Source: an optimization exercise on an open RTL-to-GDS flow (aim: a short achievable clock period and few clock cycles per item). Production flows keep margins and buffers that such runs may drop.
In this exercise RTL edits were held to simulation tests only and were not proved equivalent to the original.

Design array_multiplier, start of the top module:
module array_multiplier (
	input  logic        clk,
	input  logic        reset,
	input  logic        in_valid,
	input  logic [15:0] x,
	input  logic [15:0] y,
	output logic        product_valid,
	output logic [31:0] product
);
	logic [1:0] valid_pipe;
	always_ff @(posedge clk) begin
		if (reset) begin
			valid_pipe <= '0;
		end else begin
			valid_pipe <= {valid_pipe[0:0], in_valid};
		end
	end
	assign product_valid = valid_pipe[1];
	logic w_n32;
	logic w_n33;
	logic w_n34;
	logic w_n35;
	logic w_n36;
	logic w_n37;
	logic w_n38;
	logic w_n39;
	logic w_n40;
	logic w_n41;
	logic w_n42;
	logic w_n43;
	logic w_n44;
	logic w_n45;
	logic w_n46;
	logic w_n47;
	logic w_n48;
	logic w_n49;
	logic w_n50;
	logic w_n51;
	logic w_n52;
	logic w_n53;
	logic w_n54;
	logic w_n55;
	logic w_n56;
	logic w_n57;
	logic w_n58;
	logic w_n59;
	logic w_n60;
	logic w_n61;
	logic w_n62;
	logic w_n63;
	logic w_n64;
	logic w_n65;
	logic w_n66;
	logic w_n67;
	logic w_n68;
	logic w_n69;
	logic w_n70;
	logic w_n71;
	logic w_n72;
	logic w_n73;
	logic w_n74;
	logic w_n75;
	logic w_n76;
	logic w_n77;
	logic w_n78;
	logic w_n79;
	logic w_n80;
	logic w_n81;
	logic w_n82;
	logic w_n83;
	logic w_n84;
	logic w_n85;
	logic w_n86;
	logic w_n87;
	logic w_n88;
	logic w_n89;
	logic w_n90;
	logic w_n91;
	logic w_n92;
	logic w_n93;
	logic w_n94;
	logic w_n95;
	logic w_n96;
	logic w_n97;
	logic w_n98;
	logic w_n99;
	logic w_n100;
	logic w_n101;
	logic w_n102;
	logic w_n103;
	logic w_n104;
	logic w_n105;
	logic w_n106;
	logic w_n107;
	logic w_n108;
	logic w_n109;
  ...
For scale: roughly 1800 cells after synthesis, about 240 flip-flops, roughly 68 I/O pins.
export LEC_CHECK = 0
export CAP_MARGIN = 20
export CORE_MARGIN = 2
export CORE_UTILIZATION = 40
export SETUP_SLACK_MARGIN = 3.5
export SLEW_MARGIN = 20
export SYNTH_HIERARCHICAL = 1
create_clock -name core_clock -period 6.0 [get_ports {clk}]
run.sh (not shown) runs the stock make flow with config.mk's settings and CLKGATE_MAP_FILE= SYNTH_SCRIPT=/design/flow/synth_recipe.tcl, a recipe that flattens the netlist after the stock synthesis.
The baseline passed the timing, design-rule and antenna checks.
Testbench counts at the start, summed over its fixed seeds: cycles 6,392, products 3,200.
Change:
--- a/flow/config.mk
+++ b/flow/config.mk
@@ -11 +11 @@
-export SETUP_SLACK_MARGIN = 3.5
+export SETUP_SLACK_MARGIN = 3.7
After rerunning:
- The changed run ran to the end with no violations
- sequential share of layout area falls by 5.5 points
- final area rose by 25%
- worst setup slack is better by 0.0059 ns
- synthesized area is unchanged
- register-to-register slack is worse by 0.03 ns
Change:
--- a/flow/config.mk
+++ b/flow/config.mk
@@ -10 +10 @@
-export CORE_UTILIZATION = 40
+export CORE_UTILIZATION = 30
What happened: The changed run completed with no timing, DRC or antenna violations. Global-route usage fell by 4.9 points. Routed wire length rose slightly. Register-to-register slack barely changes. Clock-buffer cell count fell by 4. Worst setup slack degrades by 0.039 ns. Sequential share of layout area fell by 0.15 points.


array_multiplier, a different RTL version from the one above (not shown whole).
Size in the first run: roughly 220 flip-flops, ~13000 um2 of cells after synthesis.
// array_multiplier
module array_multiplier (
	input  logic        clk,
	input  logic        reset,
	input  logic        in_valid,
	input  logic [15:0] x,
	input  logic [15:0] y,
	output logic        product_valid,
	output logic [31:0] product
);
clock: 6.0 ns
lec_check: 0
cap_margin: 20
core_margin: 2
core_utilization: 40
setup_slack_margin: 3.7
slew_margin: 20
synth_hierarchical: 1
The starting point completed with no timing, DRC or antenna violations.
Testbench counts at the start, summed over its fixed seeds: cycles 6,392, products 3,200.
==> next run, changes <==
--- a/flow/config.mk
+++ b/flow/config.mk
@@ -8,5 +8,6 @@
 export CAP_MARGIN = 20
 export CORE_MARGIN = 2
-export CORE_UTILIZATION = 40
+export CORE_UTILIZATION = 60
+export PLACE_DENSITY = 0.75
 export SETUP_SLACK_MARGIN = 3.7
 export SLEW_MARGIN = 20
=>
- The changed run finished with timing, DRC and antenna clean
- register-to-register slack gets worse by 0.23 ns
- die area falls by 33%
- flip-flop and latch count does not change


Setup of run H:
array_multiplier, a different RTL version from the one above (not shown whole).
For scale: roughly 1800 cells after synthesis, roughly 68 I/O pins, about 0.013 mm^2 of cells after synthesis.
clock: 6.0 ns
lec_check: 0
cap_margin: 20
core_margin: 2
core_utilization: 40
setup_slack_margin: 3.8
slew_margin: 20
synth_hierarchical: 1
standard.sh (not shown) runs the stock make flow with config.mk's settings and CLKGATE_MAP_FILE= SYNTH_SCRIPT=/design/flow/synth_recipe.tcl, a recipe that flattens the netlist after the stock synthesis.
==> flow/flow/run.sh <==
#!/bin/bash
# The standard layout (standard.sh: the standard flow's synthesis and ORFS flow), with one
# change: the buffers that buffer_ports puts on every input and output port
# are sky130_fd_sc_hd__buf_4 instead of the cell buffer_ports picks itself
# (a clkdlybuf4s50 delay cell), so that timing repair can size them within
# the buf_* family.  make's full output goes to flow_make.log.
set -euo pipefail
bash standard.sh "BUFFER_PORTS_ARGS=-buffer_cell sky130_fd_sc_hd__buf_4" finish > flow_make.log 2>&1
Testbench counts of run H, summed over its fixed seeds: cycles 6,392, products 3,200.
Here is what was changed in the inputs of run Z compared with run H.
Settings: SETUP_SLACK_MARGIN changed from 3.8 to 3.5.
==> flow/run.sh (new file) <==
#!/bin/bash
# synth_recipe.tcl (not shown) runs the flow's synth.tcl, then flattens the netlist and writes it again
# the make line also repeats each setting of config.mk as NAME=value (left out here)
make -C /OpenROAD-flow-scripts/flow DESIGN_CONFIG=/design/flow/config.mk WORK_HOME=/design/flow/orfs CLKGATE_MAP_FILE= SYNTH_SCRIPT=/design/flow/synth_recipe.tcl finish
removed: flow/flow/run.sh
removed: flow/standard.sh
Results
As far as number of detailed-route iterations in the first pass goes, run Z and run H are indistinguishable; the numbers are identical. For non-clock buffer count, dividing the value from run Z by the value from run H gives 0.31. Comparing run Z and run H, the higher number of stages on the worst setup path is on run H.


array_multiplier, a different RTL version from the one above (not shown whole).
For scale: about 1500 cells after synthesis, roughly 210 flip-flops, roughly 68 I/O pins, about 13000 um2 of cells after synthesis.
Design array_multiplier, start of the top module:
module array_multiplier (
	input  logic        clk,
	input  logic        reset,
	input  logic        in_valid,
	input  logic [15:0] x,
	input  logic [15:0] y,
	output logic        product_valid,
	output logic [31:0] product
);
export LEC_CHECK = 0
export CAP_MARGIN = 20
export CORE_MARGIN = 2
export CORE_UTILIZATION = 40
export PLACE_DENSITY = 0.7
export SETUP_SLACK_MARGIN = 3.5
export SLEW_MARGIN = 20
export SYNTH_HIERARCHICAL = 1
create_clock -name core_clock -period 6.0 [get_ports {clk}]
run.sh (not shown) runs the stock make flow with config.mk's settings and CLKGATE_MAP_FILE= SYNTH_SCRIPT=/design/flow/synth_recipe.tcl, a recipe that flattens the netlist after the stock synthesis.
Stock flow here: none of the scripts above is used.
Testbench counts at the start, summed over its fixed seeds: cycles 6,392, products 3,200.
Rerun with:
--- a/flow/config.mk
+++ b/flow/config.mk
@@ -11 +11 @@
-export PLACE_DENSITY = 0.7
+export GPL_ROUTABILITY_DRIVEN = 0
What happened: Routed wire length is lower by a little under a tenth. Synthesized cell count does not change. Fmax is higher by a few percent. Core utilization is higher by 0.25 points. Via count is lower by a few percent. Sequential cell count stays the same. Non-clock buffer count is lower by 6. Global-route usage is lower by 0.40 points.
Rerun with:
--- a/flow/config.mk
+++ b/flow/config.mk
@@ -10,2 +10 @@
-export CORE_UTILIZATION = 40
-export GPL_ROUTABILITY_DRIVEN = 0
+export CORE_UTILIZATION = 50
The changed run produced a clean layout.
Via count is about the same.
Wire length goes down by 1.5%.
Count of clock-buffer cells in the layout goes up by 9.
Flip-flop and latch count is unchanged.
Rerun with:
--- a/flow/config.mk
+++ b/flow/config.mk
@@ -10 +10 @@
-export CORE_UTILIZATION = 50
+export CORE_UTILIZATION = 40
- The changed run produced a clean layout
- via count is about the same
- hold slack barely changes
- fmax barely changes
- synthesized cell count stays the same
- first-iteration DRC count fell by 4.7%
- sequential cell count stays the same
- area after synthesis is unchanged


## job 7410
Another version of the RTL of array_multiplier (not shown whole).
Size: about 210 flip-flops, roughly 68 I/O pins, ~13000 um2 of cells after synthesis.
export LEC_CHECK = 0
export CAP_MARGIN = 20
export CORE_MARGIN = 2
export CORE_UTILIZATION = 40
export SETUP_SLACK_MARGIN = 3.5
export SLEW_MARGIN = 20
export SYNTH_HIERARCHICAL = 1
create_clock -name core_clock -period 6.0 [get_ports {clk}]
standard.sh (not shown) runs the stock make flow with config.mk's settings and CLKGATE_MAP_FILE= SYNTH_SCRIPT=/design/flow/synth_recipe.tcl, a recipe that flattens the netlist after the stock synthesis.
==> flow/flow/run.sh <==
#!/bin/bash
# The standard layout (standard.sh: the standard flow's synthesis and ORFS flow), with two
# changes to port buffering: buffer_ports puts sky130_fd_sc_hd__buf_4 on every
# input and output port instead of the cell it picks itself (a clkdlybuf4s50
# delay cell), and after global placement flow/inbuf.tcl makes the input
# ports' buffers buf_12, as each drives a wide fanout.  Timing repair may
# still resize them within the buf_* family.  make's full output goes to
# flow_make.log.
set -euo pipefail
bash standard.sh "BUFFER_PORTS_ARGS=-buffer_cell sky130_fd_sc_hd__buf_4" \
  "POST_GLOBAL_PLACE_TCL=$PWD/flow/inbuf.tcl" finish > flow_make.log 2>&1
==> flow/flow/inbuf.tcl <==
# POST_GLOBAL_PLACE hook: the buffers on the input ports each drive a wide
# fanout, so start them at buf_12 (timing repair may still resize them).
foreach port [get_ports *] {
  if { [get_property $port direction] != "input" } { continue }
  set net [get_nets -of_objects $port]
  if { $net == "" } { continue }
  foreach pin [get_pins -of_objects $net] {
    if { [get_property $pin direction] != "input" } { continue }
    set inst [get_cells -of_objects $pin]
    if { [string match "sky130_fd_sc_hd__buf_*" [get_property $inst ref_name]] } {
      replace_cell $inst sky130_fd_sc_hd__buf_12
    }
  }
}
Job 7410: aborted in global placement (3_3_place_gp) (tool error)
Testbench counts of job 7410, summed over its fixed seeds: cycles 6,392, products 3,200.
Changes in job 9733 relative to job 7410:
==> flow/flow/inbuf.tcl <==
# POST_GLOBAL_PLACE hook: the buffers on the input ports each drive a wide
# fanout, so start them at buf_12 (timing repair may still resize them).
foreach bterm [[ord::get_db_block] getBTerms] {
  if { [$bterm getIoType] != "INPUT" } { continue }
  set net [$bterm getNet]
  if { $net == "NULL" } { continue }
  foreach iterm [$net getITerms] {
    set inst [$iterm getInst]
    if { [string match "sky130_fd_sc_hd__buf_*" [[$inst getMaster] getName]] } {
      replace_cell [$inst getName] sky130_fd_sc_hd__buf_12
    }
  }
}
Findings:
Job 7410 did not finish: a tool error stopped it during global placement (3_3_place_gp). Job 9733 | status: complete | timing, DRC, antenna: pass. Between job 9733 and job 7410, the synthesized cell count does not differ in any meaningful way. From job 7410 to job 9733, post-synthesis share of cell area spent on and, or, nand and nor gates did not move at all. Diff job 7410..job 9733 | starting density of the core | unchanged. [compare] base=job 7410 new=job 9733: area of the mapped netlist shows no meaningful change; number of different library cells in the post-synthesis netlist now sits at about the same level; die outline height saw little to no change. Number of I/O port buffers: job 9733 vs job 7410 identical. Between job 7410 and job 9733, the x dimension of the die figures differ only marginally.
The inputs of job 8469 differ from those of job 9733 as listed below.
Settings: SETUP_SLACK_MARGIN changed from 3.5 to 3.7.
==> comparison <==
Delta (job 8469 minus job 9733): global routing usage summed across all routing layers increased by 1.4 points relative to the old numbers, number of filler instances in the final layout decreased by 13% relative to the old numbers, critical path data arrival time closely matched the old numbers, fraction of area in non-clock buffers increased by 5.2 points relative to the old numbers, wire length increased by about 16% relative to the old numbers. Diff job 8469..job 9733 | count of unresolved DRC violations after routing | unchanged. Compared with job 9733, job 8469 shows a summed area of non-filler cells in the final layout that is about 24% higher.
Here is what was changed in the inputs of job 599 compared with job 8469.
Settings: SETUP_SLACK_MARGIN: 3.7 -> 3.6.
Notes after the runs:
Via count in job 599 is 524 lower than in job 8469
Compare job 599 and job 8469 | final core utilization lower: job 599
When job 599 is measured against job 8469, its routed metal-1 wirelength turns out 950 um lower.
Job 599: met2 global-route usage 0.22 points above job 8469
Compared with job 8469, job 599 shows a lower fraction of final layout cells sized beyond drive strength 1.
Between job 599 and job 8469, it is job 599 whose met3 capacity usage during global routing is higher, by 0.49 points.
Via count of the first global-routing pass down 117 in job 599 wrt job 8469
Between job 599 and job 8469, it is job 599 whose fraction of area in registers is higher, by 4.0 points.
diff inputs: job 599 => job 9459
Settings: swapping 3.6 for 3.5 in SETUP_SLACK_MARGIN.
==> flow/flow/run.sh <==
#!/bin/bash
# The standard layout (standard.sh: the standard flow's synthesis and ORFS flow), with one
# change: the buffers that buffer_ports puts on every input and output port
# are sky130_fd_sc_hd__buf_4 instead of the cell buffer_ports picks itself
# (a clkdlybuf4s50 delay cell), so that timing repair can size them within
# the buf_* family.  make's full output goes to flow_make.log.
set -euo pipefail
bash standard.sh "BUFFER_PORTS_ARGS=-buffer_cell sky130_fd_sc_hd__buf_4" finish > flow_make.log 2>&1
removed: flow/flow/inbuf.tcl
Notes after the runs:
Job 599 has higher wire length than job 9459. Of job 599 and job 9459, the higher maximum frequency belongs to job 599. Summary: with job 599 as the reference, final area in job 9459 moved down by a few percent. Summary of the comparison: data-path buffer share of cell area in the final layout is lower in job 9459, relative to job 599. Min worst max-slew margin expressed relative to the limit across job 599 and job 9459: job 599. Non-clock buffer count, job 599 and job 9459: higher on job 9459. Synthesis-to-layout area growth: job 9459 lower than job 599. Job 9459 ends up with a sequential fraction of total cell area that is 1.1 points higher than in job 599.

[afterwards: timing with drivers on the ports]
How much do the figures lean on ideal ports? The routed layouts below were timed once more, with nothing changed but the port constraints.
Step 1 assumes that a clkbuf_16 drives the clock port and a buf_2 every other input.
Step 2 moves the port delays by t, midway between the first and last clock arrival at a register: inputs arrive t later, outputs are due t later. That takes back most of the time a late clock gives input paths.
Three values: ideal ports, drivers, drivers and shift; two values: the first two.
run | shift t [ns] | slack for setup (ns) | latest minus earliest clock arrival (ns) | worst register clock-pin slew, ns | pins driven straight from the clock port
the first run of note 1 | 0.573 | 3.459 / 3.411 / 2.980 | 0.013 / 0.014 | 0.06 / 0.06 | 1
the second run of note 1 | 0.581 | 3.465 / 3.417 / 2.998 | 0.023 / 0.023 | 0.07 / 0.07 | 1
the third run of note 1 | 0.597 | 3.426 / 3.373 / 2.993 | 0.022 / 0.022 | 0.06 / 0.06 | 1
the first run of note 2 | 0.556 | 3.480 / 3.433 / 3.193 | 0.011 / 0.012 | 0.06 / 0.06 | 1
the second run of note 2 | 0.560 | 3.266 / 3.266 / 3.047 | 0.016 / 0.017 | 0.07 / 0.07 | 1
run H | 0.583 | 3.465 / 3.372 / 2.789 | 0.024 / 0.023 | 0.07 / 0.07 | 1
run Z | 0.562 | 3.533 / 3.523 / 2.996 | 0.021 / 0.021 | 0.06 / 0.06 | 1
the first run of note 4 | 0.569 | 3.370 / 3.370 / 2.986 | 0.015 / 0.015 | 0.06 / 0.06 | 1
the second run of note 4 | 0.562 | 3.482 / 3.433 / 2.973 | 0.026 / 0.025 | 0.07 / 0.07 | 1
the third run of note 4 | 0.565 | 3.485 / 3.435 / 2.991 | 0.010 / 0.010 | 0.06 / 0.06 | 1
the fourth run of note 4 | 0.562 | 3.482 / 3.433 / 2.973 | 0.026 / 0.025 | 0.07 / 0.07 | 1
job 9733 | 0.559 | 3.571 / 3.523 / 3.037 | 0.020 / 0.021 | 0.07 / 0.07 | 1
job 8469 | 0.567 | 3.576 / 3.526 / 3.048 | 0.028 / 0.028 | 0.06 / 0.06 | 1
job 599 | 0.576 | 3.579 / 3.532 / 3.103 | 0.027 / 0.028 | 0.06 / 0.06 | 1
job 9459 | 0.550 | 3.539 / 3.545 / 3.011 | 0.015 / 0.015 | 0.07 / 0.07 | 1
After both steps setup and hold are still met in every run listed. For run H, which loses most, drivers alone change the setup slack by -0.093 ns; drivers and shift together by -0.676 ns.
